Context: an optimization exercise on an open-source flow, tuned for small area and a short achievable clock period. The choices shown serve that exercise and are no tape-out recipe. RTL that was checked went through simulation tests only; none was proved equivalent to the original. The RTL of run 6 was laid out without a check of its function. Power figures rest on the tool's default switching activity, not on a simulated workload.

## flow/design.v

```verilog
`timescale 1ns/100ps
module spiSdCard (
   input  logic sclk,
   input  logic rstn,
   input  logic ncs,
   input  logic mosi,
   output logic miso
);
   localparam int N = 256;
   localparam logic [3:0] sHunt    = 4'd0,
                          sDir     = 4'd1,
                          sFrame   = 4'd2,
                          sStart   = 4'd3,     
                          sResp    = 4'd4,     
                          sData    = 4'd5,
                          sCrc     = 4'd6,
                          sTokHunt = 4'd7,
                          sWrData  = 4'd8,
                          sWrCrc   = 4'd9,
                          sStartW  = 4'd10,    
                          sDrBusy  = 4'd11;    
   logic [3:0]             state;
   logic [10:0]            cnt;         
   logic [5:0]             idx;
   logic [7:0]             adr;         
   logic                   a8;          
   logic                   fA;          
   logic                   fB;          
   logic                   appCmd;
   logic                   wasApp;      
   logic                   initDone;
   logic [7:0]             lenm1;       
   logic                   misoN;       
   logic                   act;
   logic [2:0]             bitc;
   logic [7:0]             byteIx;
   logic [2:0]             sIx;
   assign act    = !ncs;
   assign bitc   = cnt[2:0];
   assign byteIx = cnt[10:3];
   assign sIx    = cnt[5:3];
   assign miso   = !misoN | ncs;
   logic       hi;           
   logic       badLen;
   logic       outOfRange;
   logic       vhsOk;
   logic [8:0] endSum;
   logic [7:0] argLo;
   assign argLo      = adr;
   assign hi         = fA | fB;
   assign endSum     = {1'b0, argLo} + {1'b0, lenm1};
   assign vhsOk      = !fB && a8;
   always_ff @(posedge sclk) begin
      badLen     <= hi | (a8 == (argLo != '0));
      outOfRange <= hi | a8 | endSum[8];
   end
   logic [7:0] r1Live;
   logic       ill, pe, ae;
   logic       kR7, kR3, kRd, wrOk;
   always_comb begin
      ill = 1'b0;
      pe  = 1'b0;
      ae  = 1'b0;
      if (wasApp)
         ill = (idx != 6'd41);
      else
         case (idx)
            6'd0, 6'd8, 6'd55, 6'd58: ;
            6'd16, 6'd17, 6'd24: begin
               if (!initDone)            ill = 1'b1;
               else if (idx == 6'd16)    pe  = badLen;
               else                      ae  = outOfRange;
            end
            default: ill = 1'b1;
         endcase
   end
   logic       rLong;        
   logic       lastQ;        
   always_ff @(posedge sclk) begin
      r1Live <= {1'b0, pe, ae, 2'b00, ill, 1'b0, !initDone};
      kR7    <= !wasApp && idx == 6'd8;
      kR3    <= !wasApp && idx == 6'd58;
      rLong  <= !wasApp && (idx == 6'd8 || idx == 6'd58);
      kRd    <= !wasApp && idx == 6'd17 && initDone && !outOfRange;
      wrOk   <= !wasApp && idx == 6'd24 && initDone && !outOfRange;
      lastQ  <= byteIx == lenm1;
   end
   logic [3:0]     ph;
   logic           h;           
   logic [2:0]     k;           
   logic           hn;          
   logic [2:0]     kn;
   logic           h1;          
   logic [2:0]     k1;
   logic [16*N/2-1:0] ring;
   logic [7:0]     g  [0:3];
   logic [7:0]     gd [0:3];
   logic [5:0]     adrInc;      
   logic [3:0]     wOn;         
   logic [5:0]     rs  [0:1];   
   logic [1:0]     tq;
   logic [1:0]     wq;          
   logic [1:0]     wS;          
   logic           wrLoad;
   logic           rdNext;
   logic           wrShift;     
   logic           gOn;         
   assign h  = ~ph[3];
   assign k  = ~ph[2:0];
   assign {hn, kn} = ~(ph + 4'd1);
   assign {h1, k1} = ~(ph - 4'd1);
   always_ff @(posedge sclk)
      ph <= ph + 4'd1;
   for (genvar c = 0; c < 2; c++) begin : gCls
      always_ff @(posedge sclk) begin
         rs[c] <= (2'({c[0], hn}) < adr[1:0]) ? adrInc : adr[7:2];
         wS[c] <= hn ? wOn[2*c+1] && !(state == sWrData && adr[1:0] == 2'(2*c+1))
                     : wOn[2*c]   && !(state == sWrData && adr[1:0] == 2'(2*c));
      end
      logic [3:0]  hiS;
      logic [15:0] loS;
      always_comb
         for (int i = 0; i < 16; i++) begin
            loS[i] = rs[c][3:0] == 4'(i);
            if (i < 4)
               hiS[i] = wS[c] && rs[c][5:4] == 2'(i);
         end
      for (genvar qq = 0; qq < N/4; qq++) begin : gRow
         localparam int Q = 2*qq + c;
         logic s;
         assign s = hiS[qq/16] & loS[qq%16];
         always_ff @(posedge sclk)
            ring[16*Q +: 16] <= {ring[16*Q +: 15], (s & wq[c]) | (!s & ring[16*Q + 15])};
      end
      always_ff @(posedge sclk) begin
         tq[c] <= ring[16*(2*rs[c] + c) + 15];
         wq[c] <= hn ? g[2*c+1][kn] : g[2*c][kn];
      end
   end
   assign wrLoad = rstn && act && state == sWrData && bitc == 3'd7;
   assign rdNext = rstn && act && state == sData && bitc == 3'd7;
   assign wrShift = act && state == sWrData;
   assign gOn    = state == sStart || state == sResp || state == sData;
   assign adrInc = adr[7:2] + 6'd1;
   for (genvar j = 0; j < 4; j++) begin : gBuf
      always_comb begin
         gd[j] = g[j];
         if (gOn && h1 == j[0])
            gd[j][k1] = tq[j/2];
         if (wrShift && adr[1:0] == 2'(j))
            gd[j] = {g[j][6:0], mosi};
      end
      always_ff @(posedge sclk) begin
         g[j]    <= gd[j];
         if (wrLoad && adr[1:0] == 2'(j))
            wOn[j] <= 1'b1;
         else if (act && state == sDir)
            wOn[j] <= 1'b0;
      end
   end
   logic [7:0] curByte;
   always_comb begin
      curByte = 8'hFF;
      case (state)
         sResp:
            case (sIx)
               3'd1: curByte = r1Live;
               3'd2: curByte = kR3 ? 8'h80 : kR7 ? 8'h00 : 8'hFF;
               3'd3: curByte = kR3 ? 8'hFF : kR7 ? 8'h00 : 8'hFE;
               3'd4: curByte = kR3 ? 8'h80 : kR7 ? {7'b0, vhsOk} : 8'hFF;
               3'd5: curByte = kR3 ? 8'h00 : kR7 ? argLo : 8'hFF;
               default: ;
            endcase
         sData:   curByte = g[adr[1:0]];
         sCrc:    if (sIx[1] == 1'b0) curByte = 8'hAA;
         sDrBusy: if (sIx == 3'd0) curByte = 8'h05;
                  else if (sIx != 3'd5) curByte = 8'h00;
         default: ;
      endcase
   end
   logic decode;
   logic txOn;
   assign txOn   = state == sResp || state == sData || state == sCrc || state == sDrBusy;
   assign decode = act && state == sFrame && cnt[5:0] == 6'd46;
   always_ff @(posedge sclk) begin
      misoN <= rstn && txOn && !curByte[~bitc];
   end
   always_ff @(posedge sclk) begin
      if (act)
         cnt <= cnt + 11'd1;
      if (act && state == sFrame) begin
         if (cnt < 11'd6)
            idx <= {idx[4:0], mosi};
         if (cnt < 11'd38)
            {a8, adr} <= {adr, mosi};
         if (cnt >= 11'd6 && cnt < 11'd26)
            fA <= fA | mosi;
         if (cnt >= 11'd26 && cnt < 11'd29)
            fB <= fB | mosi;
      end
      if (rdNext || wrLoad)
         adr <= adr + 8'd1;
      if (state == sResp && act && !kRd && bitc == 3'd0 && sIx == 3'd2 && wrOk)
         adr[7:2] <= adr[7:2] - 6'd1;
      if (!rstn) begin
         state    <= sHunt;
         appCmd   <= 1'b0;
         initDone <= 1'b0;
         lenm1    <= 8'd255;
      end else begin
         case (state)
            sHunt:   if (act && !mosi) state <= sDir;
            sDir:    if (act && mosi) begin
                        state <= sFrame;
                        cnt   <= '0;
                        fA    <= 1'b0;
                        fB    <= 1'b0;
                     end
            sFrame:  if (decode) begin
                        state  <= sStart;
                        appCmd <= !appCmd && idx == 6'd55;
                        wasApp <= appCmd;
                        if (appCmd && idx == 6'd41)
                           initDone <= 1'b1;
                        if (!appCmd && idx == 6'd0)
                           initDone <= 1'b0;
                        if (!appCmd && idx == 6'd16 && initDone && !badLen)
                           lenm1 <= argLo - 8'd1;
                     end
            sStart:  begin
                        state <= sResp;
                        cnt   <= '0;
                     end
            sResp:   if (act) begin
                        if (kRd) begin
                           if (sIx == 3'd3 && bitc == 3'd7) begin
                              state <= sData;
                              cnt   <= '0;
                           end
                        end else if (bitc == 3'd0 && sIx == (rLong ? 3'd6 : 3'd2))
                           state <= wrOk ? sTokHunt : sHunt;
                     end
            sData:   if (act && bitc == 3'd7 && lastQ) begin
                        state <= sCrc;
                        cnt   <= '0;
                     end
            sCrc:    if (act && bitc == 3'd0 && sIx == 3'd2)
                        state <= sHunt;
            sTokHunt: if (act && !mosi) begin
                        state <= sWrData;
                        cnt   <= '0;
                     end
            sWrData: if (act && bitc == 3'd7 && lastQ) begin
                        state <= sWrCrc;
                        cnt   <= '0;
                     end
            sWrCrc:  if (act && cnt[3:0] == 4'd15)
                        state <= sStartW;
            sStartW: begin
                        state <= sDrBusy;
                        cnt   <= '0;
                     end
            sDrBusy: if (act && bitc == 3'd0 && sIx == 3'd5)
                        state <= sHunt;
            default: state <= sHunt;
         endcase
      end
   end
endmodule
```

## flow/flow/run.sh

```bash
#!/bin/bash
set -euo pipefail
bash standard.sh MATCH_CELL_FOOTPRINT=0 "CTS_ARGS=-sink_clustering_enable -repair_clock_nets -sink_clustering_size 22 -sink_clustering_max_diameter 45 -buf_list {sky130_fd_sc_hd__clkbuf_4 sky130_fd_sc_hd__clkbuf_8} -dont_use_dummy_load" finish > flow.log 2>&1
```

## flow/standard.sh

```bash
#!/bin/bash
# synth_recipe.tcl (not shown) runs the flow's synth.tcl, then flattens the netlist and writes it again
# the make line also repeats each setting of config.mk as NAME=value (left out here)
make -C /OpenROAD-flow-scripts/flow DESIGN_CONFIG=/design/flow/config.mk WORK_HOME=/design/flow/orfs CLKGATE_MAP_FILE= SYNTH_SCRIPT=/design/flow/synth_recipe.tcl "${@:-finish}"
```

## flow/config.mk

```make
export PLATFORM = sky130hd
export DESIGN_NAME = spiSdCard
export DESIGN_NICKNAME = spiSdCard
export VERILOG_FILES = /design/flow/design.v
export SDC_FILE = /design/flow/constraint.sdc
export NUM_CORES = 4
export LEC_CHECK = 0
export ABC_AREA = 1
export CAP_MARGIN = 20
export CORE_MARGIN = 2
export CORE_UTILIZATION = 65
export CTS_BUF_LIST = sky130_fd_sc_hd__clkbuf_4 sky130_fd_sc_hd__clkbuf_8
export CTS_CLUSTER_DIAMETER = 45
export CTS_CLUSTER_SIZE = 22
export SETUP_SLACK_MARGIN = 2.0
export SLEW_MARGIN = 20
```

## flow/constraint.sdc

```tcl
create_clock -name core_clock -period 4.0 [get_ports {sclk}]
set_input_delay 0.8000 -clock core_clock [delete_from_list [all_inputs] [get_ports {sclk}]]
set_output_delay 0.8000 -clock core_clock [all_outputs]
set_load 0.01 [all_outputs]
```

==> results.txt, run 1 <==
Global routing
The first-pass GRT wire length is 129.9 mm. Global routing used between 20% and 30% of the available tracks. The via count of the first global-routing pass is around 24000. The number of antenna violations at the first check in global routing is 4. The global route total overflow is 0. The pin count of the biggest net entering global routing is 39.

Yosys
Counting instances in the post-synthesis netlist gives the leading cell types as 2114 x sky130_fd_sc_hd__dfxtp_1, 367 x sky130_fd_sc_hd__nand2_1, 167 x sky130_fd_sc_hd__a21oi_1. A synthesized cell averages 14.05 µm². After synthesis, the cell types taking the most area are sky130_fd_sc_hd__dfxtp_1 82%, sky130_fd_sc_hd__edfxtp_1 2.8%, sky130_fd_sc_hd__nand2_1 2.7%, sky130_fd_sc_hd__a21oi_1 1.6%, sky130_fd_sc_hd__a31oi_1 1.5%. The cell area after technology mapping is about 50000 µm². The total of flip-flops plus latches after synthesis is 2162. The register area share after synthesis is approximately 85%. After technology mapping, the gate count stands at between 3000 and 4000. The post-synthesis net count is between 3000 and 4000.

Yosys mapped a number of flops with a built-in enable equal to 48. Yosys printed 4 warnings. Yosys instantiated no cell more often than sky130_fd_sc_hd__dfxtp_1.

The top cell type's share of synthesized area is 82.29%. Among all flip-flop cells after synthesis, the most frequent one is sky130_fd_sc_hd__dfxtp_1. For this run, asynchronously set or reset flops after synthesis account for 0%. The biggest area contributor in the post-synthesis netlist is sky130_fd_sc_hd__dfxtp_1.

The number of different library cells used by synthesis comes to 51.

CTS
The CTS tree is built. The CTS clock-pin slew for the worst setup and hold paths is 0.11 ns. The number of buffers inserted during clock tree synthesis is ~140. The root buffer cell chosen for the clock tree is sky130_fd_sc_hd__clkbuf_8. The clock latency on the worst-skew pair is approximately 0.81 ns. The number of buffers on the longest clock path is 3.

Clock tree synthesis found a total of 2162 sinks. The maximum level of the CTS H-tree is 4. Hold repair after CTS inserted 0 buffers.

STA
Between clock sinks in the finished design, the worst skew comes to approximately 0.089 ns. The accumulated negative setup slack is 0 ns. Setup violations remaining at the end of the flow were counted as 0. The number of max-slew violations in the final report is 0.

The worst path needs 2.016 ns of the cycle, external delays included. After layout, the worst path uses 50.40% of the clock period. Across all setup checks in the final design, the least slack found is roughly 2 ns. Setup repair after global routing could not meet its margin everywhere.

The actual slew at the worst max-slew pin is 0.9458 ns. The highest attainable clock frequency is 496.0 MHz. The number of failing hold endpoints at the final stage is 0.

Final hold analysis gives a worst-case slack of around 0.26 ns. The worst slew slack as a fraction of its limit is between 30% and 40%.

Layout
Once layout is complete, the cells apart from fillers number just under 5000. The share of the core filled with cells is approximately 70%. The growth of design area from synthesis to finish is 7.379%. The fraction of final layout cells sized beyond drive strength 1 is 9.900%. The final design instance area without fill is between 50000 and 60000 µm². The number of nets in the finished design is 3817.

Placed design
Once placement completed, the tool counted placed cells totaling ~4600. The placed wire-length estimate is ~56 mm. At the placement stage, the worst setup path has a slack of around 1.0 ns.

The number of buffer cells added on primary ports is 4. The total placed instance area is between 50000 and 60000 µm². The final RePlAce weighted congestion is ~0.96.

Pwr
Sequential cells burn between 60% and 70% of the power. The internal power contribution is around 25 mW. The leakage dissipation is between 20 and 25 nW. The power density relative to cell area is approximately 590 nW/µm². The net switching component of the power is a little over 7 mW. The completed layout was analyzed and its total power is ~32 mW. The switching share of power is between 20% and 30%.

The worst-case IR drop observed on VDD is between 0.4 and 0.5 mV. Of the total power, the clock network draws ~28%. The part of the power in combinational logic is 4.8%.

Floorplan
The floorplan die area is 81380 µm². 5 I/O pins were placed. The y dimension of the die is ~290 µm.

The core footprint is 78610 µm². The horizontal die dimension is 285.3 µm. In this run the core area contains between 100 and 150 standard-cell rows. For this configuration, the core starts out at a cell density of between 60% and 70%.

Routing
In the final routed layout, each cell accounts on average for between 15 and 20 µm. After detailed routing, the number of vias per cell comes to around 5.0. The post-detailed-route count of antenna-violating nets is 0. Detailed routing inserted a total of roughly 24000 vias. In the routed design, unresolved DRC markers number 0.

The pre-antenna-repair detailed-routing pass consisted of 5 iterations. The final wirelength is approximately 84 mm. In this run, the number of DRC markers left after iteration 0 of detailed routing was between 1500 and 2000.

Worst hold path
Counting instances, the worst hold path has a depth of 0. The terminating pin of the worst hold path is ring[2004]$_DFF_P_. The path class of the tightest hold or removal check is reg -> reg. The critical hold path startpoint is ring[2003]$_DFF_P_.

Critical path
Data arrives at the worst endpoint at ~2.7 ns. The delay of the slowest cell on the worst path is 0.51 ns. The worst setup path is of the reg -> reg kind. In this run the critical register-to-register path is launched from adr[0]$_DFFE_PP_. STA classifies the critical path startpoint as a flip-flop.

The critical path goes through buf_6 -> inv_6 -> ha_4 -> buf_4 -> a21oi_2 -> o211ai_1 -> a21oi_1 -> nand2_1 -> nand2_1 -> nand2_1 -> nand2_1 -> nand2_1 -> nor2_2. The depth of the most critical reg-to-reg path is 13. The endpoint identified for the worst register-to-register timing path is misoN$_DFF_P_. The start point of the critical path is adr[0]$_DFFE_PP_. The register-to-register setup slack is around 2 ns. The largest driver fanout on the critical path is 7. At the worst endpoint, the required time is approximately 4.6 ns.

The critical path endpoint category is a flip-flop. The slowest stage of the critical path is the sky130_fd_sc_hd__edfxtp_1 cell. Among the stages of the critical path, the cell type that occurs most often is sky130_fd_sc_hd__nand2_1.

Run
Max-cap violations in this run came to 0.

Run status
The run finished with no timing, DRC or antenna violations.
[power by group through the flow]
stage | Combinational, mW | Sequential (mW) | Clock [mW]
after floorplan | 1.12 | 22.3 | 0
after global placement | 1.37 | 22.5 | 0
after detailed placement | 1.37 | 22.5 | 0
after CTS | 1.48 | 22.0 | 9.21
after global routing | 1.72 | 22.0 | 9.96
final | 1.55 | 22.0 | 8.93
[worst max path at each step]
stage                   endpoint  cells past startpoint
2_1_floorplan  g[2][0]$_DFFE_PP_                      8
3_3_place_gp     cnt[10]$_DFF_P_                      7
3_5_place_dp     cnt[10]$_DFF_P_                      7
4_1_cts                     miso                      2
5_1_grt            misoN$_DFF_P_                     13
6_report           misoN$_DFF_P_                     13
[timing repair]
action | in CTS | in global routing
endpoints found under the setup margin | 206 | 85
gates cloned | 1 | 2
resized for setup | 74 | 48
buffers inserted | 19 | 28
pin swaps | 9 | 10
[state kept, by name, summed over array words and instances (netlist names), 6 cells and up]
signal	count
adr	8
cnt	11
g	32
idx	6
lenm1	8
ring	2048
rs	12
[kinds of logic (layout without fill, tap and decap cells)]
logic type,Yosys count,in the layout,share of synthesized area [%]
compound gates,501,501,5.632
xor+xnor,28,28,0.4915
fa+ha+maj,23,23,0.5596
buf+inv,238,365,1.976
flops,2162,2162,85.10
other cells,0,1,0
simple gates,707,709,6.245
[layout make-up]
| cell class | instances | area, µm² |
|---|---|---|
| multi-input combinational | 1261 | 6970 |
| fill | 5212 | 23390 |
| sequential | 2162 | 43800 |
| timing repair inverter | 1 | 7.507 |
| tap | 1050 | 1314 |
| inverter | 158 | 643.1 |
| antenna | 1 | 2.502 |
| timing repair buffer | 65 | 544.3 |
| clock buffer | 141 | 1941 |
[worst max-delay path: cells and delay by family (launching register included)]
kind | cells | cell delay [ns]
buffers and inverters | 3 | 0.36
AND/OR/NAND/NOR | 6 | 0.40
adder cells (fa/ha/maj) | 1 | 0.18
flip-flops | 1 | 0.51
AO/OA/AOI/OAI | 3 | 0.44
[layer usage]
metal | vias to the layer above | routed length, µm | track usage [%]
li1 | 11975 | - | -
met1 | 11391 | 41410 | 30.52
met2 | 706 | 35880 | 30.83
met3 | 205 | 4527 | 3.960
met4 | 0 | 2681 | 8.128
met5 | - | 0 | 0
[cell usage in the layout (no fill, tap or decap), types with 13 or more instances in the layout]
master                     instances
sky130_fd_sc_hd__a21oi_1         162
sky130_fd_sc_hd__a22o_1           22
sky130_fd_sc_hd__a31oi_1         121
sky130_fd_sc_hd__buf_4            55
sky130_fd_sc_hd__clkbuf_8        141
sky130_fd_sc_hd__dfxtp_1        2098
sky130_fd_sc_hd__edfxtp_1         48
sky130_fd_sc_hd__ha_1             18
sky130_fd_sc_hd__inv_1           129
sky130_fd_sc_hd__inv_2            14
sky130_fd_sc_hd__nand2_1         355
sky130_fd_sc_hd__nand2_2          13
sky130_fd_sc_hd__nand3_1          87
sky130_fd_sc_hd__nand4_1          13
sky130_fd_sc_hd__nor2_1          121
sky130_fd_sc_hd__nor2_2           28
sky130_fd_sc_hd__nor2_4           40
sky130_fd_sc_hd__nor3_1           21
sky130_fd_sc_hd__o211ai_1         16
sky130_fd_sc_hd__o21ai_0         115
sky130_fd_sc_hd__o21ai_1          31
sky130_fd_sc_hd__xor2_1           20
==> run 2: changes to the inputs <==
==> flow/flow/run.sh (replaced) <==
#!/bin/bash
set -euo pipefail
bash standard.sh MATCH_CELL_FOOTPRINT=0 "CTS_ARGS=-sink_clustering_enable -repair_clock_nets -sink_clustering_size 16 -sink_clustering_max_diameter 60 -buf_list {sky130_fd_sc_hd__clkbuf_4 sky130_fd_sc_hd__clkbuf_8} -dont_use_dummy_load" finish > flow.log 2>&1
--- a/flow/config.mk
+++ b/flow/config.mk
@@ -11,6 +11,6 @@
 export CORE_UTILIZATION = 65
 export CTS_BUF_LIST = sky130_fd_sc_hd__clkbuf_4 sky130_fd_sc_hd__clkbuf_8
-export CTS_CLUSTER_DIAMETER = 45
-export CTS_CLUSTER_SIZE = 22
-export SETUP_SLACK_MARGIN = 2.0
+export CTS_CLUSTER_DIAMETER = 60
+export CTS_CLUSTER_SIZE = 16
+export SETUP_SLACK_MARGIN = 2.2
 export SLEW_MARGIN = 20
==> results.txt, run 2 <==
Run status
The flow ran to the end and the layout has no timing, DRC or antenna violations.

Global routing
The first-pass GRT wire length is ~130 mm. The number of antenna violations at the first check in global routing is 4. Entering global routing, the biggest net connects slightly above 60 pins. The via count of the first global-routing pass was 24411. Global routing used a little over a fifth of the available tracks.

Summed over all layers, the global routing overflow is 0.

STA
The highest attainable clock frequency is around 490 MHz. The worst path meets setup with 1.944 ns of slack. Setup violations remaining at the end of the flow were counted as 0. The smallest clock period supported by the final layout is computed as 2.056 ns. The clock arrives with 0.1368 ns of skew. The number of failing hold endpoints at the final stage is 0. Of the available clock period, the critical path in the final layout requires around half. Setup repair after global routing could not meet its margin everywhere. The worst slew slack as a fraction of its limit is a little under three fifths. The actual slew at the worst max-slew pin is 0.6533 ns. The number of max-slew violations in the final report is 0. Setup total negative slack on the finished layout was measured at 0 ns.

Floorplan
The floorplan step defined a core boundary enclosing just under 80000 µm². During I/O placement, the number of pins put on the boundary was 5. The floorplan die area is roughly 81000 µm². The number of rows in the core area is 103. The initial utilization of the core area, before any placement, comes to about two thirds.

The y dimension of the die is 285.3 µm. The horizontal die dimension is roughly 290 µm.

Placed design
The wire-length estimate of the detail-placed layout is between 50 and 60 mm. In this run the cell area measured after placement is approximately 53000 µm². During placement, the flow inserted port buffers numbering 4. The worst setup slack before clock tree synthesis is about 1.1 ns. The final RePlAce weighted congestion is about 0.95.

Critical path
For this run, the slowest stage of the critical path takes ~0.35 ns. Data arrives at the worst endpoint at roughly 1.3 ns. STA classifies the critical path startpoint as a flip-flop.

For the worst setup path, the data required time is approximately 3.2 ns. In this run the worst path has a maximum fanout of 1. The kind of critical path is reg -> out.

The signal on the critical path passes through nand2_1 -> clkbuf_2. For this design, the slowest cell found on the critical path is sky130_fd_sc_hd__dfxtp_2. The critical path endpoint category is a primary output.

CTS
The clock net in this run drives a total of 2162 sinks. Clock latency on the worst-skew pair, taken at its later pin, is roughly 0.84 ns. Counting the buffers created by CTS gives between 150 and 200. The CTS tree is built.

The H-tree generated during clock tree synthesis spans 4 levels. The root cell of the clock tree is sky130_fd_sc_hd__clkbuf_8. The number of buffers on the longest clock path is 3. After clock tree synthesis, the clock-pin slew on the worst setup and hold paths is around 0.090 ns.

Routing
The post-detailed-route count of antenna-violating nets is 0. Across all layers, the routed design uses between 20000 and 25000 vias. The wire length per cell after detailed routing is about 18 µm. The first detailed-routing pass took 5 iterations. The final wirelength is between 80 and 90 mm. After detailed routing, the number of remaining DRC violations is 0. The number of DRC markers after the initial detailed-route iteration is between 1500 and 2000.

Using the TritonRoute via totals, the vias-per-cell ratio works out to ~5.0.

Layout
The share of the core filled with cells is a little under three quarters. Leaving out fill and tap cells, the most frequent cell in the layout is sky130_fd_sc_hd__dfxtp_1. In the layout the commonest cells are 2094 x sky130_fd_sc_hd__dfxtp_1, 346 x sky130_fd_sc_hd__nand2_1, 160 x sky130_fd_sc_hd__clkbuf_8.

The flip-flop count of the largest register after layout is 2048. The number of nets in the finished design is 3876. The largest registers in the layout are ring: 2048 flops, g: 32 flops, rs: 12 flops. The area growth from synthesis to layout is 9.372%.

The most flop-heavy register is ring. The final design instance area without fill is 56250 µm². In the final layout, the share of cells above drive strength 1 is 12.95%.

Yosys
Among all cell types in the netlist, the one instantiated most often is sky130_fd_sc_hd__dfxtp_1. The share of the Yosys chip area taken by registers is 85.10%. The number of nets in the synthesized netlist is 3686. The number of unique standard cell types used by synthesis is between 50 and 60. Counting flops with a built-in enable in the synthesized netlist gives 48. The proportion of synthesized flip-flops having asynchronous set or reset is 0%. After synthesis the cells add up to approximately 51000 µm².

Counting instances in the post-synthesis netlist gives the leading cell types as 2114 x sky130_fd_sc_hd__dfxtp_1, 367 x sky130_fd_sc_hd__nand2_1, 167 x sky130_fd_sc_hd__a21oi_1. In the post-synthesis netlist, the biggest area contributors are sky130_fd_sc_hd__dfxtp_1 82%, sky130_fd_sc_hd__edfxtp_1 2.8%, sky130_fd_sc_hd__nand2_1 2.7%, sky130_fd_sc_hd__a21oi_1 1.6%, sky130_fd_sc_hd__a31oi_1 1.5%. The most used flip-flop cell after synthesis is sky130_fd_sc_hd__dfxtp_1. sky130_fd_sc_hd__dfxtp_1 takes more of the synthesized area than any other cell. The share of synthesized area in the top cell type comes to between 80% and 90%.

The cell count after synthesis came out at ~3700. The total of flip-flops plus latches after synthesis is 2162. The Yosys step of the flow raised 4 warnings. The mean cell area of the mapped netlist is roughly 14 µm².

Pwr
The peak supply drop is a little under 0.4 mV. The analysis attributes to cell leakage a power of between 20 and 25 nW. The overall power consumption is about 33 mW. The power density relative to cell area is 591.4 nW/µm².

Run
The number of max-cap violations is 0.

Worst hold path
The classification of the worst-slack hold path is reg -> reg.
[run 2: cell counts after synthesis]
Identical to the previous run, type by type.
[run 2: layer usage]
layer  vias up  part of all wire, %  track usage, %
met5         -                    0               0
met4         0                  2.9           7.696
met3       173                  4.9           4.096
met2       654                   45           33.36
met1     11666                   47           30.39
li1      12116                    -               -
[run 2: worst paths after layout]
| check | startpoint | to | slack [ns] | cells past startpoint |
|---|---|---|---|---|
| worst max-delay path | misoN$_DFF_P_ | miso | 1.94 | 2 |
| worst min-delay path | ring[1073]$_DFF_P_ | ring[1074]$_DFF_P_ | 0.24 | 0 |
| worst max register to register | adr[1]$_DFFE_PP_ | misoN$_DFF_P_ | 2.15 | 12 |
| worst min register to register | ring[1073]$_DFF_P_ | ring[1074]$_DFF_P_ | 0.24 | 0 |
[run 2: repair_timing]
item | in CTS | in global routing
pin swaps | 31 | 45
cloned | 2 | 1
hold buffers | 0 | 0
gates resized for setup | 118 | 110
buffers inserted | 48 | 41
endpoints found under the setup margin | 252 | 145
[run 2: metrics by stage]
| step | cells | hold slack, ns |
|---|---|---|
| floorplan | 3659 | 0.3096 |
| detailed placement | 4646 | 0.3121 |
| global placement | 4646 | 0.3096 |
| CTS | 4855 | 0.2481 |
| global route | 4899 | 0.2507 |
| finish | 4900 | 0.2423 |
[run 2: critical path: cells and delay by family, from the launching register on]
family | cells | cell delay [ns]
AND/OR/NAND/NOR | 1 | 0.06
flip-flops | 1 | 0.35
buffers and inverters | 1 | 0.12
[run 2: cells by family after synthesis]
family	Yosys count	share of synthesized area (%)
AOI/OAI and AO/OA	501	5.632
xor gates and xnor gates	28	0.4915
adders and majority gates	23	0.5596
buffers and inverters	238	1.976
DFF	2162	85.10
and+or+nand+nor	707	6.245
[run 2: where the power goes]
group / leakage (nW) / internal [mW] / switching (mW)
logic: 3.85 / 0.605 / 1.14
registers: 17.5 / 21.8 / 0.238
clock network: 1.14 / 3.56 / 5.94
[run 2: final cells by class]
type                    instances  area (µm²)
diodes                          3       7.507
clock buffers                 159        2188
fillers                      5059       22370
inverters                     158       658.1
multi-input cells            1260        7337
flip-flops and latches       2162       43830
well taps                    1050        1314
repair buffers                106       902.1
repair inverters                2       12.51
==> run 3: changes to the inputs <==
--- a/flow/config.mk
+++ b/flow/config.mk
@@ -13,4 +13,4 @@
 export CTS_CLUSTER_DIAMETER = 60
 export CTS_CLUSTER_SIZE = 16
-export SETUP_SLACK_MARGIN = 2.2
+export SETUP_SLACK_MARGIN = 1.9
 export SLEW_MARGIN = 20
==> results.txt, run 3 <==
STA
The highest attainable clock frequency is ~480 MHz. The worst slew slack as a fraction of its limit is between 50% and 60%. The number of max-slew violations in the final report was 0.

Across all setup checks in the final design, the least slack found is around 1.9 ns. Setup repair after global routing could not meet its margin everywhere. The final critical path takes up 52.02% of the cycle. The final worst hold slack is about 0.26 ns. At the pin with the least slew margin, the transition time is about 0.73 ns. The routed design could run at a clock period as short as between 2 and 2.5 ns. Setup violations remaining at the end of the flow were counted as 0.

After routing, the total negative slack on setup checks comes to 0 ns. The number of failing hold endpoints at the final stage is 0. The final worst clock skew is around 0.11 ns.

Layout
Measured on the finished design, the core utilization comes to between 70% and 80%. The most flop-heavy register is ring. After the last flow step, the layout net total stands at 3809.

Counting the fill cells in the layout gives slightly above 5000. The flip-flop count of the largest register after layout is roughly 2000. The growth of design area from synthesis to finish is 7.039%. The top cell types in the final layout, fill and taps aside, are 2100 x sky130_fd_sc_hd__dfxtp_1, 360 x sky130_fd_sc_hd__nand2_1, 167 x sky130_fd_sc_hd__a21oi_1. In the final layout, flip-flops and latches occupy around 44000 µm². Leaving out fill and tap cells, the most frequent cell in the layout is sky130_fd_sc_hd__dfxtp_1.

The multi-input combinational cells in the finished layout cover a total of slightly below 7000 µm². The largest registers in the layout are ring: 2048 flops, g: 32 flops, rs: 12 flops. Cells with a size suffix above 1 make up between 9 and 10% of the layout.

Pwr
The overall power consumption is between 30 and 40 mW. The power density relative to cell area is around 600 nW/µm². The net switching component of the power is between 7 and 8 mW. In this run the static leakage power is 21.95 nW. The clock power share is approximately 29%. Per report_power, the combinational group accounts for roughly 4.4% of the total. Internal power comes to between 20 and 30 mW. Of the total power, registers draw between 60% and 70%. The worst-case IR drop observed on VDD is between 0.4 and 0.5 mV. Of the total power, the share spent switching nets is 21.76%.

Floorplan
In this run the standard cell core region covers approximately 79000 µm². For this design the top-level I/O count stands at 5. The y dimension of the die is 285.3 µm.

The number of rows in the core area is about 100. The initial cell density of the core is about two thirds. The floorplan step defined a die boundary enclosing 81380 µm².

The horizontal die dimension is 285.3 µm.

CTS
In this run, post-CTS hold repair placed 0 buffers. The number of buffers inserted during clock tree synthesis is roughly 160. The maximum level of the CTS H-tree is 4. The root cell of the clock tree is sky130_fd_sc_hd__clkbuf_8. The clock latency on the worst-skew pair is approximately 0.84 ns. The number of buffers on the longest clock path is 3. The CTS tree is built.

After clock tree synthesis, the clock-pin slew on the worst setup and hold paths is 0.09 ns. The clock sink total is approximately 2200.

Yosys
The most used flip-flop cell after synthesis is sky130_fd_sc_hd__dfxtp_1. The total of flip-flops plus latches after synthesis is ~2200. By count the netlist is led by 2114 x sky130_fd_sc_hd__dfxtp_1, 367 x sky130_fd_sc_hd__nand2_1, 167 x sky130_fd_sc_hd__a21oi_1. The cell area after technology mapping is 51430 µm². In this run, synthesis inferred 48 flip-flops with an integrated enable. After synthesis, the cell types taking the most area are sky130_fd_sc_hd__dfxtp_1 82%, sky130_fd_sc_hd__edfxtp_1 2.8%, sky130_fd_sc_hd__nand2_1 2.7%, sky130_fd_sc_hd__a21oi_1 1.6%, sky130_fd_sc_hd__a31oi_1 1.5%. The post-synthesis net count is about 3700.

The register area share after synthesis is a little under nine tenths. Counting flops with an async set or reset pin after synthesis yields a share of 0%. sky130_fd_sc_hd__dfxtp_1 is the most common cell in the netlist. The number of warnings issued by yosys is 4. Counting every instance in the synthesized netlist gives 3659. A synthesized cell averages around 14 µm².

In this run, distinct cell masters in the synthesized netlist total a little over 50. The top cell type's share of synthesized area is 82.29%. The cell type with the highest aggregate area in the netlist is sky130_fd_sc_hd__dfxtp_1.

Critical path
The worst register-to-register path ends at ring[1744]$_DFF_P_. The most repeated library cell on the critical path is sky130_fd_sc_hd__buf_6. On the critical path, the stage with the largest delay is an instance of sky130_fd_sc_hd__dlymetal6s2s_1. STA classifies the critical path endpoint as a primary output. The largest driver fanout on the critical path is 4. Walking the worst path, the cells encountered are dlymetal6s2s_1 -> buf_6 -> inv_6 -> nand2_2 -> buf_6. In this run the register-to-register setup slack is 1.97 ns. The kind of critical path is in -> out. The depth of the most critical reg-to-reg path is 3.

Data on the critical path is required at its endpoint by around 3.2 ns. The startpoint of the worst register-to-register path is wq[1]$_DFF_P_. In this design, the stage delay of the slowest critical-path cell is 0.13 ns.

The number of buffers and inverters on the critical path is 4. Broken down by cell family, the worst path's largest delay share belongs to buffers and inverters. The data arrival time at the worst-slack endpoint is 1.28 ns.

STA classifies the critical path startpoint as an input port.

Routing
The number of DRC markers after the initial detailed-route iteration is 1410. The wire length per cell after detailed routing is between 15 and 20 µm. The number of search-and-repair iterations in the first detailed-routing pass is 6. The DRC violation count after routing is 0. The final wirelength is between 80 and 90 mm. Once detail routing completed, the nets flagged for antenna violations numbered 0. The mean number of vias per cell is about 5.

The via count of the routed design is 24076.

Global routing
The via count of the first global-routing pass came to 24235. The overall fraction of global-route tracks in use is a little over a fifth. The first-pass GRT wire length is ~130 mm. The number of antenna violations at the first check in global routing was 3. The pin count of the biggest net entering global routing is 61. Global routing finished with a remaining overflow of 0.

Placed design
The placed wire-length estimate is about 54 mm. At the end of routability-driven placement, the weighted congestion stood at 0.9013. The number of buffer cells added on primary ports is 4. Before CTS, the worst setup slack after placement is 0.9668 ns.

Run
The tool flagged a number of max-cap violations equal to 0.

Worst hold path
The critical hold path startpoint is ring[1021]$_DFF_P_. The worst hold path stage count is 0. The path with the worst hold slack has its endpoint at ring[1022]$_DFF_P_. The classification of the worst-slack hold path is reg -> reg.

Run status
The run finished with no timing, DRC or antenna violations.
[run 3: cell counts after synthesis]
Identical to the previous run, type by type.
[run 3: worst max path at each step]
stage	startpoint	end	slack, ns	cells past startpoint
after floorplan	ncs	idx[0]$_DFFE_PP_	1.93	3
after global placement	ncs	miso	0.96	5
after CTS	misoN$_DFF_P_	miso	1.83	2
after detailed placement	ncs	miso	0.97	5
final	ncs	miso	1.92	5
after global routing	rs[0][0]$_DFF_P_	tq[0]$_DFF_P_	1.85	11
[run 3: worst reg2reg max path, cell delays in order (launching register included)]
cell,delay [ns]
sky130_fd_sc_hd__dfxtp_1,0.66
sky130_fd_sc_hd__clkinvlp_4,0.54
sky130_fd_sc_hd__buf_4,0.37
sky130_fd_sc_hd__a31oi_1,0.37
[run 3: metal layers]
layer	vias to the layer above	part of all wire, %	GRT usage, %
met3	228	4.3	3.632
li1	11976	-	-
met2	658	44	31.96
met1	11214	47	29.45
met4	0	4.1	9.581
met5	-	0	0
[run 3: stage by stage]
step | area [µm²] | cells
after floorplan | 51430 | 3659
after global placement | 52510 | 4650
after detailed placement | 52510 | 4650
after CTS | 54800 | 4811
after global routing | 55040 | 4832
final | 55050 | 4833
[run 3: cell type report]
class / instances / area share (%)
Antenna cell: 3 / 0.01364
Clock buffer: 158 / 3.950
Inverter: 158 / 1.123
Multi-Input combinational cell: 1259 / 12.35
Sequential cell: 2162 / 79.55
Tap cell: 1050 / 2.387
Timing Repair Buffer: 42 / 0.6114
Timing Repair inverter: 1 / 0.009092
[run 3: logic make-up after synthesis]
group / share of synthesized area (%)
adder cells (fa/ha/maj): 0.5596
flip-flops: 85.10
AND/OR/NAND/NOR: 6.245
XOR/XNOR: 0.4915
buffers and inverters: 1.976
AO/OA/AOI/OAI: 5.632
[run 3: power by group through the flow]
stage / Combinational [mW] / Clock, mW / Sequential (mW)
finish: 1.46 / 9.46 / 22.0
global route: 1.62 / 10.5 / 22.0
CTS: 1.42 / 9.76 / 22.0
detailed placement: 1.40 / 0 / 22.5
global placement: 1.40 / 0 / 22.5
floorplan: 1.11 / 0 / 22.3
[run 3: timing repair]
| action | CTS | global route |
|---|---|---|
| pin swaps | 1 | 4 |
| endpoints found under the setup margin | 150 | 102 |
| cloned | 1 | 0 |
| resized for setup | 38 | 32 |
| setup buffers | 2 | 19 |
==> run 4: changes to the inputs <==
--- a/flow/config.mk
+++ b/flow/config.mk
@@ -13,4 +13,4 @@
 export CTS_CLUSTER_DIAMETER = 60
 export CTS_CLUSTER_SIZE = 16
-export SETUP_SLACK_MARGIN = 1.9
+export SETUP_SLACK_MARGIN = 2.0
 export SLEW_MARGIN = 20
==> results.txt, run 4 <==
Placed design
Buffers placed on the I/O ports in this run total 4. The final RePlAce weighted congestion is approximately 0.96. Timing analysis after detailed placement gives a worst setup slack of around 1.0 ns. The placed wire-length estimate is ~56 mm.

Worst hold path
The min-delay analysis places its worst path in the category reg -> reg.

Pwr
In this run the static leakage power is around 22 nW. Across the VDD grid, the largest voltage drop is between 0.4 and 0.5 mV. In this run the power density over the cells is about 590 nW/µm².

Yosys
The mean cell area of the mapped netlist is 14.05 µm². By count the netlist is led by 2114 x sky130_fd_sc_hd__dfxtp_1, 367 x sky130_fd_sc_hd__nand2_1, 167 x sky130_fd_sc_hd__a21oi_1. After synthesis the cells add up to between 50000 and 60000 µm². The synthesized design spends more area on one cell type than any other, namely sky130_fd_sc_hd__dfxtp_1. After synthesis, the largest area contributor takes up 82.29% of total cell area. Synthesis inferred 2162 register bits. The post-synthesis instance total is 3659.

The number of warnings issued by yosys is 4. In the post-synthesis netlist, the cell with the most instances is sky130_fd_sc_hd__dfxtp_1. The number of unique standard cell types used by synthesis is 51. The register area share after synthesis is between 80% and 90%.

The post-synthesis net count is 3686. Yosys mapped a number of flops with a built-in enable equal to between 40 and 50. Sorting the synthesized cells by area gives the leading types as sky130_fd_sc_hd__dfxtp_1 82%, sky130_fd_sc_hd__edfxtp_1 2.8%, sky130_fd_sc_hd__nand2_1 2.7%, sky130_fd_sc_hd__a21oi_1 1.6%, sky130_fd_sc_hd__a31oi_1 1.5%. In the synthesized netlist the async set-or-reset flop fraction comes to 0%. The most frequently used flop master after synthesis is sky130_fd_sc_hd__dfxtp_1.

CTS
The CTS clock-pin slew for the worst setup and hold paths is 0.09 ns. The CTS tree is built. The longest clock path from root to sink contains 3 buffers. For the worst-skew pair, the clock arrives at the later sink with an insertion delay of 0.82 ns.

For this design, the CTS-stage hold fixing added 0 buffers. The H-tree was split into 4 levels. The root cell of the clock tree is sky130_fd_sc_hd__clkbuf_8. Clock tree synthesis inserted a total of around 160 buffers. The clock sink total is between 2000 and 2500.

Floorplan
The core region is 78610 µm². The floorplan die area is between 80000 and 90000 µm². In this run the core area contains between 100 and 150 standard-cell rows. The y dimension of the die is roughly 290 µm.

The initial utilization of the core area, before any placement, comes to approximately 65%. The horizontal die dimension is 285.3 µm. The count of boundary I/O pins is 5.

Global routing
The number of antenna violations at the first check in global routing is 5. Entering global routing, the biggest net connects 39 pins. The first-pass GRT wire length is 133.5 mm.

The via count of the first global-routing pass is approximately 24000. The global route total overflow is 0. The overall fraction of global-route tracks in use is 21.39%.

Layout
The most flop-heavy register is ring. The number of nets in the finished design is between 3000 and 4000. The post-route netlist has 10.77% of its cells at a drive strength greater than 1. In the final layout, the registers with the most flip-flops are ring: 2048 flops, g: 32 flops, rs: 12 flops. Leaving out fill and tap cells, the most frequent cell in the layout is sky130_fd_sc_hd__dfxtp_1. Leaving out fill and tap cells, the most frequent cells in the layout are 2097 x sky130_fd_sc_hd__dfxtp_1, 356 x sky130_fd_sc_hd__nand2_1, 160 x sky130_fd_sc_hd__a21oi_1. The register with the most flip-flops in the layout has between 2000 and 2500 of them.

The area growth from synthesis to layout is 8.126%.

STA
Setup violations remaining at the end of the flow were counted as 0. The number of failing hold endpoints at the final stage is 0. Measured against its own limit, the worst slew margin works out to a little over two fifths.

The highest attainable clock frequency is between 400 and 500 MHz. The accumulated negative setup slack is 0 ns. The final worst hold slack is 0.2444 ns. For the pin with the worst max-slew slack, the measured transition is about 0.86 ns. The number of max-slew violations in the final report is 0. The clock period could shrink to slightly above 2 ns. Setup repair after global routing could not meet its margin everywhere. The post-route worst setup slack is between 1.5 and 2 ns. Dividing the final minimum period by the clock period gives 50.43%. The final worst clock skew is around 0.12 ns.

Routing
The mean number of vias per cell is 5.046. The detailed router placed approximately 25000 vias in this run. The number of search-and-repair iterations in the first detailed-routing pass is 6.

The DRC violation count after routing is 0. Wires add up to between 80 and 90 mm. The post-detailed-route count of antenna-violating nets is 0. The number of DRC markers after the initial detailed-route iteration is roughly 1700. After detailed routing, the average wire length per cell comes to about 18 µm.

Critical path
The data arrival time at the worst-slack endpoint is ~1.2 ns. The category of the worst setup path launch point is a flip-flop. The kind of critical path is reg -> out. The critical path endpoint category is a primary output. In this run the worst path has a maximum fanout of 1. At the worst endpoint, the required time is about 3.2 ns.

Run
The number of max-cap violations is 0.

Run status
The run finished with no timing, DRC or antenna violations.
## run 4: per-layer routing
metal  routed length (µm)  track usage [%]  vias to the layer above  share of wire, %
li1                     -                -                    12034                 -
met1                41970            31.02                    11572                48
met2                37700            32.34                      732                43
met3                 4474            3.848                      224               5.1
met4                 2727            8.194                        0               3.1
met5                    0                0                        -                 0
## run 4: path summary, 6_finish.rpt
kind                      startpoint            endpoint  slack [ns]  depth (start not counted)
setup / recovery       misoN$_DFF_P_                miso        1.98                          2
hold / removal    ring[1913]$_DFF_P_  ring[1914]$_DFF_P_        0.24                          0
setup reg to reg       ph[0]$_DFF_P_   g[3][2]$_DFFE_PP_        2.00                         10
hold reg to reg   ring[1913]$_DFF_P_  ring[1914]$_DFF_P_        0.24                          0
## run 4: cell type report
type	count	area, µm²
flip-flops and latches	2162	43800
fillers	5112	23010
multi-input cells	1260	7005
clock buffers	159	2188
well taps	1050	1314
inverters	158	644.4
repair buffers	76	640.6
repair inverters	1	7.507
diodes	2	5.005
## run 4: stage by stage
step           utilization [%]  cell area (µm²)  cells  power, mW
2_1_floorplan                -            51440   3659      23.46
3_3_place_gp             66.78            52500   4647      23.85
3_5_place_dp             66.78            52500   4647      23.86
4_1_cts                  70.01            55040   4827      33.20
5_1_grt                  70.73            55600   4867      34.28
6_report                 70.73            55610   4868      33.02
## run 4: what timing repair did
action,4_1_cts,5_1_grt
pin swaps,8,14
cloned,1,1
resized for setup,63,75
setup buffers,20,38
setup endpoints to repair,207,118
## run 4: where the power goes
part | total [mW] | switching (mW) | internal, mW
sequential | 22.0 | 0.235 | 21.8
combinational | 1.57 | 1.06 | 0.502
clock | 9.46 | 5.90 | 3.56
## run 4: cell families after synthesis
kind of cell / Yosys count / share of synthesized area, %
buffers and inverters: 238 / 1.976
XOR/XNOR: 28 / 0.4915
AND/OR/NAND/NOR: 707 / 6.245
flip-flops: 2162 / 85.10
adder cells (fa/ha/maj): 23 / 0.5596
AO/OA/AOI/OAI: 501 / 5.632
## run 4: worst max-delay path: stages, from the launching register on
cell and delay, ns:
sky130_fd_sc_hd__dfxtp_2 0.31, sky130_fd_sc_hd__nand2_2 0.05, sky130_fd_sc_hd__buf_6 0.11
==> run 5: changes to the inputs <==
==> flow/flow/run.sh (replaced) <==
#!/bin/bash
set -euo pipefail
bash standard.sh MATCH_CELL_FOOTPRINT=0 "CTS_ARGS=-sink_clustering_enable -repair_clock_nets -sink_clustering_size 20 -sink_clustering_max_diameter 50 -buf_list {sky130_fd_sc_hd__clkbuf_4 sky130_fd_sc_hd__clkbuf_8} -dont_use_dummy_load" finish > flow.log 2>&1
--- a/flow/config.mk
+++ b/flow/config.mk
@@ -11,6 +11,6 @@
 export CORE_UTILIZATION = 65
 export CTS_BUF_LIST = sky130_fd_sc_hd__clkbuf_4 sky130_fd_sc_hd__clkbuf_8
-export CTS_CLUSTER_DIAMETER = 60
-export CTS_CLUSTER_SIZE = 16
+export CTS_CLUSTER_DIAMETER = 50
+export CTS_CLUSTER_SIZE = 20
 export SETUP_SLACK_MARGIN = 2.0
 export SLEW_MARGIN = 20
==> results.txt, run 5 <==
Run status
The run finished with no timing, DRC or antenna violations.

Yosys
After synthesis, the mean cell area works out to 14.05 µm². sky130_fd_sc_hd__dfxtp_1 is the most common cell in the netlist. Sorting the synthesized cells by how often they occur yields 2114 x sky130_fd_sc_hd__dfxtp_1, 367 x sky130_fd_sc_hd__nand2_1, 167 x sky130_fd_sc_hd__a21oi_1. The proportion of synthesized flip-flops having asynchronous set or reset is 0%. The cell area after technology mapping is 51430 µm². For this run, the number of Yosys warnings is 4. For this run, the leading register cell type out of synthesis is sky130_fd_sc_hd__dfxtp_1. The post-synthesis instance total is between 3000 and 4000. The number of synthesized flops with an enable pin is 48. The synthesized design devotes to its leading area cell type 82.29% of total area. Counting every net in the synthesized netlist gives 3686. The cell type with the highest aggregate area in the netlist is sky130_fd_sc_hd__dfxtp_1. The total of flip-flops plus latches after synthesis is between 2000 and 2500. The register area share after synthesis is about 85%.

The number of unique standard cell types used by synthesis is about 50. Ranked by total cell area, the synthesized netlist is headed by sky130_fd_sc_hd__dfxtp_1 82%, sky130_fd_sc_hd__edfxtp_1 2.8%, sky130_fd_sc_hd__nand2_1 2.7%, sky130_fd_sc_hd__a21oi_1 1.6%, sky130_fd_sc_hd__a31oi_1 1.5%.

Placed design
The number of buffer cells added on primary ports is 4. At the end of routability-driven placement, the weighted congestion stood at ~0.96. The placed wire-length estimate is ~56 mm. In this run, placement finished with an instance count of 4647.

Floorplan
The floorplan step set the die width to ~290 µm. The count of boundary I/O pins is 5. The die covers about 81000 µm². The core footprint is just under 80000 µm². The y dimension of the die is around 290 µm. Once the floorplan was initialized, standard cells occupied between 60 and 70% of the core.

The number of rows in the core area is 103.

Critical path
The worst register-to-register path begins at adr[0]$_DFFE_PP_. The category of the worst setup path launch point is a flip-flop. The data arrival time at the worst-slack endpoint is 1.18 ns. At the worst endpoint, the required time is ~3.2 ns. The worst flop-to-flop path endpoint is misoN$_DFF_P_.

The kind of critical path is reg -> out. The critical path endpoint category is a primary output. The setup check on the worst reg-to-reg path leaves a slack of around 2.0 ns.

The largest driver fanout on the critical path is 1. The depth of the most critical reg-to-reg path is 13.

Routing
For this run, design rule violations remaining after detail routing come to 0. The number of DRC markers after the initial detailed-route iteration is about 1500. The number of search-and-repair iterations in the first detailed-routing pass is 5.

Using the TritonRoute via totals, the vias-per-cell ratio works out to approximately 5. For this block, the via count after detailed routing is roughly 24000. The routed design has approximately 87 mm of wire. The wire length per cell after detailed routing is 17.91 µm.

Once detail routing completed, the nets flagged for antenna violations numbered 0.

STA
The final-report setup violation count is 0. The highest attainable clock frequency is ~500 MHz. For the pin with the worst max-slew slack, the measured transition is approximately 0.96 ns. The worst slew slack as a fraction of its limit is 35.90%. The period utilization is about 50%. Adding up every negative setup slack in the final design gives 0 ns. The number of failing hold endpoints at the final stage is 0. Setup repair after global routing could not meet its margin everywhere. The number of max-slew violations in the final report is 0.

Between clock sinks in the finished design, the worst skew comes to around 0.092 ns. Counting I/O delays and the setup requirement, the final critical path takes roughly 2.0 ns.

Worst hold path
The worst hold path stage count is 0. The classification of the worst-slack hold path is reg -> reg. The terminating pin of the worst hold path is ring[2004]$_DFF_P_.

The startpoint identified for the worst hold timing path is ring[2003]$_DFF_P_.

CTS
The maximum level of the CTS H-tree is 4. The tree built by TritonCTS fans out to 2162 sinks. The CTS clock-pin slew for the worst setup and hold paths is ~0.10 ns.

TritonCTS built the clock tree. The root cell of the clock tree is sky130_fd_sc_hd__clkbuf_8. In this run, CTS created clock tree buffers numbering 141. No sink is reached through more buffers than the 3 on the longest clock path. The clock latency on the worst-skew pair is 0.79 ns.

Layout
In the final layout, the registers with the most flip-flops are ring: 2048 flops, g: 32 flops, rs: 12 flops. The number of nets in the finished design is between 3000 and 4000. The most flop-heavy register is ring. Leaving out fill and tap cells, the most frequent cells in the layout are 2098 x sky130_fd_sc_hd__dfxtp_1, 357 x sky130_fd_sc_hd__nand2_1, 165 x sky130_fd_sc_hd__a21oi_1.

The growth of design area from synthesis to finish is 7.374%. The register with the most flip-flops in the layout has 2048 of them. The count of cells in the finished layout, fillers not included, comes to between 4000 and 5000. The fraction of final layout cells sized beyond drive strength 1 is under 10%.

The share of the core filled with cells is 70.24%. The most frequent standard cell in the layout excluding fill and tap cells is sky130_fd_sc_hd__dfxtp_1.

Global routing
The overall fraction of global-route tracks in use is about a fifth. After global routing the overflow that remains totals 0. The number of antenna violations at the first check in global routing was 4. The first global-routing pass estimated roughly 130 mm of wire. The via count of the first global-routing pass is about 24000. The pin count of the biggest net entering global routing is 39.

Run
Max-cap violations in this run came to 0.

Pwr
The overall power consumption is 32.54 mW. The worst-case IR drop observed on VDD is about 0.43 mV. The power density relative to cell area is 589.2 nW/µm². The leakage dissipation is 21.98 nW.
[run 5: cell types whose count changed in the layout (fill, tap and decap cells not counted), sizes merged]
| cell | delta |
|---|---|
| nor2 | +1 |
| clkbuf | -17 |
| inv | -1 |
| clkinvlp | +1 |
| buf | -9 |
| diode | +1 |
[run 5: routing by layer]
| metal | GRT usage (%) | wire (µm) | share of wire, % |
|---|---|---|---|
| met4 | 7.382 | 2368 | 2.7 |
| met1 | 31.01 | 42070 | 49 |
| met5 | 0 | 0 | 0 |
| met2 | 32.38 | 37640 | 43 |
| met3 | 4.056 | 4661 | 5.4 |
[run 5: worst max-delay path, stage by stage (launching register included)]
cell and delay, ns:
sky130_fd_sc_hd__dfxtp_1 0.29, sky130_fd_sc_hd__nand2_1 0.07, sky130_fd_sc_hd__clkbuf_2 0.13
[run 5: repair_timing]
| item | CTS | global route |
|---|---|---|
| pin swaps | 6 | 8 |
| buffers inserted | 19 | 31 |
| gates cloned | 1 | 2 |
| hold buffers | 0 | 0 |
| endpoints found under the setup margin | 209 | 86 |
| resized for setup | 60 | 51 |
[run 5: metrics by stage]
step / setup slack [ns] / hold WS, ns / instance area [µm²]
detailed placement: 1.014 / 0.3121 / 52500
finish: 2.019 / 0.2748 / 55220
CTS: 1.933 / 0.2657 / 54810
global placement: 1.085 / 0.3095 / 52500
global route: 1.917 / 0.2692 / 55210
floorplan: 2.023 / 0.3096 / 51440
[run 5: worst max path at each step]
stage	start	to	slack, ns	cells after the start
after floorplan	adr[0]$_DFFE_PP_	g[2][0]$_DFFE_PP_	2.02	8
after global placement	mosi	cnt[10]$_DFF_P_	1.09	7
after detailed placement	mosi	cnt[10]$_DFF_P_	1.01	7
after CTS	misoN$_DFF_P_	miso	1.93	2
after global routing	adr[0]$_DFFE_PP_	misoN$_DFF_P_	1.92	13
final	misoN$_DFF_P_	miso	2.02	2
[run 5: logic make-up after synthesis]
group	count (synthesis)	synth area share, %
xor gates and xnor gates	28	0.4915
DFF	2162	85.10
and+or+nand+nor	707	6.245
adders and majority gates	23	0.5596
AOI/OAI and AO/OA	501	5.632
buffers and inverters	238	1.976
[run 5: where the power goes]
group	internal (mW)	switching (mW)	total, mW
combinational	0.504	1.06	1.56
clock	3.18	5.79	8.97
sequential	21.8	0.236	22.0
total	25.5	7.08	32.5
[run 5: area by class of cell]
cell class	count	area [µm²]
Timing Repair Buffer	68	584.3
Clock buffer	141	1941
Tap cell	1050	1314
Sequential cell	2162	43800
Timing Repair inverter	1	7.507
Antenna cell	3	7.507
Inverter	158	643.1
Fill cell	5109	23390
Multi-Input combinational cell	1261	6918
==> run 6: changes to the inputs <==
--- a/flow/design.v
+++ b/flow/design.v
@@ -87,4 +87,5 @@
    end
    logic [3:0]     ph;
+   logic [3:0]     phQ;         
    logic           h;           
    logic [2:0]     k;           
@@ -109,7 +110,9 @@
    assign k  = ~ph[2:0];
    assign {hn, kn} = ~(ph + 4'd1);
-   assign {h1, k1} = ~(ph - 4'd1);
-   always_ff @(posedge sclk)
-      ph <= ph + 4'd1;
+   assign {h1, k1} = ~phQ;
+   always_ff @(posedge sclk) begin
+      ph  <= ph + 4'd1;
+      phQ <= ph;
+   end
    for (genvar c = 0; c < 2; c++) begin : gCls
       always_ff @(posedge sclk) begin
==> results.txt, run 6 <==
Layout
Compared with the post-synthesis result, the final layout area differs by 7.899%. Cells fill between 70 and 80% of the core in the end. ring holds more flip-flops than any other register. The largest registers in the layout are ring: 2048 flops, g: 32 flops, rs: 12 flops. The net count of the finished layout is 3780.

The top cell types in the final layout, fill and taps aside, are 2101 x sky130_fd_sc_hd__dfxtp_1, 314 x sky130_fd_sc_hd__nand2_1, 192 x sky130_fd_sc_hd__a21oi_1. The fraction of final layout cells sized beyond drive strength 1 is about a tenth. The final design instance area without fill is 55150 µm². The most frequent standard cell in the layout excluding fill and tap cells is sky130_fd_sc_hd__dfxtp_1. The register with the most flip-flops in the layout has between 2000 and 2500 of them.

CTS
Counting every sink on the clock net gives between 2000 and 2500. For the worst-skew pair, the clock arrives at the later sink with an insertion delay of roughly 0.83 ns. After clock tree synthesis, the clock-pin slew on the worst setup and hold paths is ~0.11 ns. The number of buffers inserted during clock tree synthesis is between 100 and 150.

The maximum level of the CTS H-tree is 4. The cts-stage hold buffer count is 0. The CTS tree is built. Counting along the longest clock path gives a buffer depth of 3. The cell sitting at the root of the clock tree is a sky130_fd_sc_hd__clkbuf_8.

Critical path
Together, buffers and inverters on the worst path number 1. The category of the worst setup path launch point is a flip-flop. On the worst path, the slowest cell contributes a delay of 0.32 ns.

Data arrives at the worst endpoint at roughly 1.2 ns. The setup path with the least slack is of type reg -> out. Grouping stages by cell kind, the critical path spends the most delay in flip-flops. The startpoint of the worst register-to-register path is rs[0][3]$_DFF_P_.

Across all register-to-register paths, the minimum setup slack is approximately 2 ns. The number of cells on the worst reg-to-reg path is 6. The required time of the critical path is about 3.2 ns. The critical path endpoint category is a primary output. For this design, the slowest cell found on the critical path is sky130_fd_sc_hd__dfxtp_2. The endpoint identified for the worst register-to-register timing path is ring[768]$_DFF_P_. In this run the worst path has a maximum fanout of 1.

The critical path goes through nand2_1 -> clkbuf_2. In this run the number of cells on the critical path is 2.

STA
The number of failing hold endpoints at the final stage is 0. Setup violations remaining at the end of the flow were counted as 0. The post-route worst setup slack is around 2.0 ns. The actual slew at the worst max-slew pin is 0.7556 ns. The highest attainable clock frequency is roughly 490 MHz. The time the worst path needs with I/O delays and setup is 2.041 ns.

The accumulated negative setup slack is 0 ns. The worst slew slack as a fraction of its limit is 49.35%. The number of max-slew violations in the final report is 0. The period utilization is about half. Setup repair after global routing could not meet its margin everywhere. The final worst clock skew is between 0.1 and 0.15 ns.

Run
Across the run, the number of max-cap violations was 0.

Yosys
The share of synthesized area in the top cell type comes to between 80% and 90%. A synthesized cell averages about 14 µm². The number of unique standard cell types used by synthesis is 50. In the synthesized netlist the async set-or-reset flop fraction comes to 0%. The cell area after technology mapping is 51110 µm². sky130_fd_sc_hd__dfxtp_1 takes more of the synthesized area than any other cell.

The number of synthesized flops with an enable pin is 48. Of the synthesized area, sequential elements account for 85.78%. Yosys printed 4 warnings.

The most frequently used cell type in the post-synthesis netlist is sky130_fd_sc_hd__dfxtp_1. In this run, synthesis produced a sequential element count of around 2200. Ranked by total cell area, the synthesized netlist is headed by sky130_fd_sc_hd__dfxtp_1 83%, sky130_fd_sc_hd__edfxtp_1 2.8%, sky130_fd_sc_hd__nand2_1 2.4%, sky130_fd_sc_hd__a21oi_1 1.9%, sky130_fd_sc_hd__a31oi_1 1.5%.

Ranked by instance count, the synthesized netlist is headed by 2118 x sky130_fd_sc_hd__dfxtp_1, 329 x sky130_fd_sc_hd__nand2_1, 194 x sky130_fd_sc_hd__a21oi_1. The post-synthesis net count is between 3000 and 4000. Synthesis handed over a netlist of 3605 instances. Among all flip-flop cells after synthesis, the most frequent one is sky130_fd_sc_hd__dfxtp_1.

Global routing
The pin count of the biggest net entering global routing is 38. The via count of the first global-routing pass is 24002. The global route total overflow is 0. The number of antenna violations at the first check in global routing came to 3.

In the global route stage, overall resource usage came out at about a fifth. The first-pass GRT wire length is 132.2 mm.

Floorplan
The die is 284.4 µm wide. After floorplanning, the core was divided into just over 100 placement rows. In this run the count of I/O pins placed on the die edge is 5. The die is ~280 µm tall.

The floorplan die area is about 81000 µm². For this configuration, the core starts out at a cell density of approximately two thirds. In this run the standard cell core region covers a little under 80000 µm².

Routing
Summed over all nets, wire length on met3 after detailed routing comes to 3.740 mm. The number of DRC markers after the initial detailed-route iteration is about 1500. The wire length per cell after detailed routing is between 15 and 20 µm. The detailed router put a total of around 40 mm of wire on met1. The highest metal layer used by the detailed router is met4. The number of search-and-repair iterations in the first detailed-routing pass is 8. In this run the remaining antenna-violating nets after routing total 0.

After detailed routing, the total wire length is around 85 mm. In the detailed route, the total length drawn on met2 is around 38 mm. For this run, design rule violations remaining after detail routing come to 0. The detailed router placed ~24000 vias in this run. Dividing the detail-routed via count by the number of cells gives 5.038.

Pwr
The clock power share is a little over a quarter. The leakage dissipation is about 22 nW. The net switching component of the power is a little over 7 mW.

Sequential cells burn 67.6% of the power. The power density relative to cell area is roughly 590 nW/µm². The peak supply drop is roughly 0.45 mV. The part of the power in combinational logic is 5.0%. The internal portion of the total power is 25.47 mW. Net switching is roughly 22% of the power.

Placed design
OpenSTA, run right after detailed placement, puts the worst setup slack at 1.021 ns. Detailed placement ended at an HPWL of roughly 54 mm. The count of buffers added on input and output ports is 4. Summing all placed instances gives a cell area of roughly 52000 µm². The final RePlAce weighted congestion is between 0.8 and 0.9.

Worst hold path
The terminating pin of the worst hold path is ring[5]$_DFF_P_. The classification of the worst-slack hold path is reg -> reg. The critical hold path startpoint is ring[4]$_DFF_P_. The worst hold path was traced through 0 stages.

Run status
The run finished with no timing, DRC or antenna violations.
[run 6: cell count changes after synthesis, sizes merged, moves of 8 or more]
cell,previous run,this run
a21oi,167,194
nand2,372,336
nor2,187,179
nor4,6,15
a22oi,0,16
nand3,92,60
[run 6: repair_timing]
| action | 4_1_cts | 5_1_grt |
|---|---|---|
| pin swaps | 9 | 13 |
| buffers inserted | 32 | 23 |
| setup endpoints to repair | 152 | 152 |
| gates resized for setup | 75 | 79 |
| gates cloned | 4 | 1 |
[run 6: per-stage QoR]
step                      hold WS (ns)  power (mW)  instances
after floorplan                 0.3096       23.49       3605
after global placement          0.3095       23.94       4593
after detailed placement        0.3121       23.94       4593
after CTS                       0.2485       32.75       4769
after global routing            0.2584       33.85       4794
final                           0.2569       32.59       4795
[run 6: layout make-up]
type,count,area [µm²]
repair inverters,2,12.51
inverters,152,631.9
repair buffers,77,616.8
diodes,2,5.005
multi-input cells,1216,6785
fillers,5006,22440
flip-flops and latches,2166,43870
clock buffers,140,1927
well taps,1040,1301
[run 6: power groups by stage]
stage	logic [mW]	registers (mW)	clock network (mW)
after floorplan	1.09	22.4	0
after global placement	1.42	22.5	0
after detailed placement	1.42	22.5	0
after CTS	1.51	22.0	9.20
after global routing	1.79	22.1	9.98
final	1.62	22.0	8.93
[run 6: worst max-delay path by stage]
| stage | slack, ns | start | to |
|---|---|---|---|
| after floorplan | 1.98 | phQ[0]$_DFF_P_ | g[2][6]$_DFFE_PP_ |
| after global placement | 1.08 | ncs | adr[4]$_DFFE_PP_ |
| after detailed placement | 1.02 | ncs | adr[4]$_DFFE_PP_ |
| after CTS | 1.86 | misoN$_DFF_P_ | miso |
| final | 1.96 | misoN$_DFF_P_ | miso |
| after global routing | 1.88 | misoN$_DFF_P_ | miso |
[run 6: worst reg2reg max path: stages, from the launching register on]
cell and delay (ns):
sky130_fd_sc_hd__dfxtp_1 0.51, sky130_fd_sc_hd__inv_1 0.09, sky130_fd_sc_hd__nor2_1 0.36, sky130_fd_sc_hd__inv_1 0.25, sky130_fd_sc_hd__nor2_2 0.46, sky130_fd_sc_hd__a21oi_1 0.17, sky130_fd_sc_hd__a31oi_1 0.18
[run 6: cell families after synthesis]
kind of cell	share of synthesized area (%)
xor gates and xnor gates	0.4627
AOI/OAI and AO/OA	5.953
adders and majority gates	0.5141
DFF	85.78
buffers and inverters	1.799
and+or+nand+nor	5.496
[run 6: layer usage]
layer  vias up  global-route usage, %
met3       200                  3.483
li1      11893                      -
met1     11427                  29.30
met2       638                  33.34
met4         0                  8.368
met5         -                      0

re-timing with driven ports:
No port has a modelled driver above. Below, the same layouts with a new extraction and two added sets of constraints. Step 1 assumes that a clkbuf_16 drives the clock port and a buf_2 every other input. Step 2 times the ports against the registers' clock, not the clock port: input delays grow and output delays shrink by t, the midpoint of the rising clock arrivals with the driver on. Three values: ideal, step 1, step 2; two values: the first two.
run | t (ns) | setup WS [ns] | worst register clock-pin slew, ns
run 1 | 0.822 | 1.984 / 1.947 / 1.347 | 0.12 / 0.12
run 2 | 0.832 | 1.944 / 1.879 / 1.345 | 0.11 / 0.11
run 3 | 0.844 | 1.919 / 1.892 / 1.275 | 0.10 / 0.10
run 4 | 0.832 | 1.983 / 1.924 / 1.302 | 0.10 / 0.10
run 5 | 0.812 | 2.019 / 1.959 / 1.337 | 0.11 / 0.11
run 6 | 0.823 | 1.959 / 1.903 / 1.492 | 0.12 / 0.12
After both steps setup and hold are still met in every run listed. For run 5, which loses most, drivers alone change the setup slack by -0.060 ns; drivers and shift together by -0.682 ns.
